This design comes from an exercise in tuning for small area on the open sky130 flow, not from production work.
Only simulation tests tie the RTL to the original design; equivalence was not proved.

==> job 2766 <==
## fixed_point_alu
module fixed_point_alu (
   input  logic        clock,
   input  logic        reset,
   input  logic        req_tvalid,
   output logic        req_tready,
   input  logic [71:0] req_tdata,
   output logic        rsp_tvalid,
   input  logic        rsp_tready,
   output logic [39:0] rsp_tdata
);
clock: 12.0 ns
lec_check: 0
cap_margin: 20
core_margin: 2
core_utilization: 40
place_density: 0.6
slew_margin: 20
run.sh (not shown) runs the stock make flow with config.mk's settings and CLKGATE_MAP_FILE= SYNTH_SCRIPT=/design/flow/synth_recipe.tcl, a recipe that flattens the netlist after the stock synthesis.
==> job 9519: changes against job 2766 <==
--- a/flow/design.v
+++ b/flow/design.v
@@ -379,49 +379,29 @@
          sg7 <= {sg6, dsg14, dsg15};
          on7 <= {on6, don14, don15};
          tw7 <= {tw6, dtw14, dtw15};
          s7  <= ss15;
          c7  <= cc15;
       end
    end
-   logic signed [6:0] m2_8, m1_8, m0_8, mm_8;
-   fixed_point_alu_srt_th u_th8 (.d(d7[30:28]), .m2(m2_8), .m1(m1_8), .m0(m0_8), .mm(mm_8));
+   logic signed [6:0] m2_o, m1_o, m0_o, mm_o;
+   fixed_point_alu_srt_th u_tho (.d(d7[30:28]), .m2(m2_o), .m1(m1_o), .m0(m0_o), .mm(mm_o));
    logic dsg16, don16, dtw16;
-   fixed_point_alu_srt4_sel u_sel16 (.s(s7[32:26]), .c(c7[32:26]), .m2(m2_8), .m1(m1_8), .m0(m0_8), .mm(mm_8),
+   fixed_point_alu_srt4_sel u_sel16 (.s(s7[32:26]), .c(c7[32:26]), .m2(m2_o), .m1(m1_o), .m0(m0_o), .mm(mm_o),
       .sg(dsg16), .on(don16), .tw(dtw16));
-   logic [32:0] ss16, cc16;
+   logic [32:0] ss16, cc16, pfin;
    fixed_point_alu_srt4_fa u_fa16 (.s(s7), .c(c7), .x(2'b00), .d(d7),
       .sg(dsg16), .on(don16), .tw(dtw16), .so(ss16), .co(cc16));
-   logic        v8, dv8, fl8;
-   logic [1:0]  sr8;
-   logic [31:0] d8;
-   logic        ng8;
-   logic [32:0] pfin;
-   fixed_point_alu_add33 u_pfin (.a(ss16), .b(cc16), .ci(1'b0), .s(pfin));
-   logic [16:0] sg8, on8, tw8;
-   always_ff @(posedge clock) begin
-      if (reset)    v8 <= 1'b0;
-      else if (adv) v8 <= v7;
-      if (adv) begin
-         dv8 <= dv7;
-         fl8 <= fl7;
-         sr8 <= sr7;
-         d8  <= d7;
-         sg8 <= {sg7, dsg16};
-         on8 <= {on7, don16};
-         tw8 <= {tw7, dtw16};
-         ng8 <= pfin[32];
-      end
-   end
+   assign pfin = ss16 + cc16;
    logic        ngo;
    logic [16:0] sgo, ono, two;
-   assign ngo = ng8;
-   assign sgo = sg8;
-   assign ono = on8;
-   assign two = tw8;
+   assign ngo = pfin[32];
+   assign sgo = {sg7, dsg16};
+   assign ono = {on7, don16};
+   assign two = {tw7, dtw16};
    logic [33:0] qpv, qnv, dx, dy;
    logic [36:0] dsum0, dsum1, dsum;
    logic [34:0] dr;
    logic        dovf;
    logic [31:0] res_o;
    logic [1:0]  st_o;
    logic        cmp_o;
@@ -429,34 +409,34 @@
    generate
       for (gi = 0; gi < 17; gi = gi + 1) begin : g_q
          assign qpv[2*gi+1:2*gi] = sgo[gi] ? {two[gi], ono[gi]} : 2'b00;
          assign qnv[2*gi+1:2*gi] = sgo[gi] ? 2'b00 : {two[gi], ono[gi]};
       end
    endgenerate
    always_comb begin
-      dx    = fl8 ? qnv : qpv;
-      dy    = fl8 ? qpv : qnv;
+      dx    = fl7 ? qnv : qpv;
+      dy    = fl7 ? qpv : qnv;
       dsum0 = {3'b000, dx} + ~{3'b000, dy} + 37'd2;
       dsum1 = {3'b000, dx} + ~{3'b000, dy} + 37'd3;
-      dsum  = (ngo ^ fl8) ? dsum0 : dsum1;
+      dsum  = (ngo ^ fl7) ? dsum0 : dsum1;
       dr    = dsum[36:2];
-      if (fl8) dovf = ~((dr[34:31] == 4'b1111) | (dr[34:31] == 4'b0000));
+      if (fl7) dovf = ~((dr[34:31] == 4'b1111) | (dr[34:31] == 4'b0000));
       else       dovf = dr[34:31] != 4'b0000;
-      dovf  = dovf | sr8[0];
-      if (dv8) begin
+      dovf  = dovf | sr7[0];
+      if (dv7) begin
          cmp_o = 1'b0;
          st_o  = {1'b0, dovf};
-         res_o = dovf ? (fl8 ? 32'h80000000 : 32'h7fffffff) : dr[31:0];
+         res_o = dovf ? (fl7 ? 32'h80000000 : 32'h7fffffff) : dr[31:0];
       end else begin
-         cmp_o = fl8 & (sr8 == 2'd3);
-         st_o  = (sr8 == 2'd3) ? 2'd0 : sr8;
-         res_o = (sr8 == 2'd1) ? {fl8, {31{~fl8}}} : d8;
+         cmp_o = fl7 & (sr7 == 2'd3);
+         st_o  = (sr7 == 2'd3) ? 2'd0 : sr7;
+         res_o = (sr7 == 2'd1) ? {fl7, {31{~fl7}}} : d7;
       end
    end
-   assign rsp_valid = v8;
+   assign rsp_valid = v7;
    assign rsp_tdata = {5'd0, st_o, cmp_o, res_o};
 endmodule
 module fixed_point_alu_srt_th (
    input  logic [2:0]        d,
    output logic signed [6:0] m2,
    output logic signed [6:0] m1,
    output logic signed [6:0] m0,
Settings changed: CORE_UTILIZATION 40 to 65, CTS_BUF_LIST from default to sky130_fd_sc_hd__clkbuf_8 sky130_fd_sc_hd__clkbuf_16, CTS_CLUSTER_DIAMETER from default to 80, CTS_CLUSTER_SIZE from default to 30, PLACE_DENSITY 0.6 to 0.8.
==> impl_metrics.ini <==
[detailed_routing]
wire_per_inst_um = 22.9

[timing]
setup_slack_ps = 531
relSlewSlack_pct = 20.8

[final_layout]
utilization_pct = 44.1
multi_input_area_share_pct = 55.5

[clock_tree]
clk_pin_slew_worst_paths_ps = 70
cts_resized = 0

[floorplan]
placeableCoreArea_sq_um = 255000

[setup_path]
ff2ff_path_depth = 40

[status]
status = no timing/DRC/antenna violations
# the run above: job 2766

==> impl_metrics.ini <==
[final_layout]
utilization_pct = 70.4
multi_input_area_share_pct = 58.6

[timing]
relSlewSlack_pct = 25.3

[detailed_routing]
wire_per_inst_um = 25.8

[setup_path]
critPathMaxStageDelay_ps = 720
ff2ff_path_depth = 41

[clock_tree]
clk_pin_slew_worst_paths_ps = 100
root_buffer = clkbuf_16

[status]
status = no timing/DRC/antenna violations

[floorplan]
placeableCoreArea_sq_um = 152000

[placement]
gp_congestion = 1.01
# the run above: job 9519

afterwards: timing with drivers on the ports:
The results above use ideal ports. As a check the final layouts listed here were re-extracted and re-timed, cells and wires unchanged.
Step 1 sets driving cells, clkbuf_16 on the clock port and buf_2 on the other inputs (assumed; they add their load-dependent delay and slew).
Step 2 also shifts input and output timing later by t, the mid clock arrival at the registers, as if the neighbouring blocks saw the same clock.
Three values: no drivers, after step 1, after step 2; two values: the first two.
run | t, ns | setup slack, ns | worst setup path after step 2
job 2766 | 0.861 | 0.531 / 0.531 / 0.531 | register to register
job 9519 | 0.822 | 0.450 / 0.450 / 0.450 | register to register
After both steps every run listed still meets setup and hold.
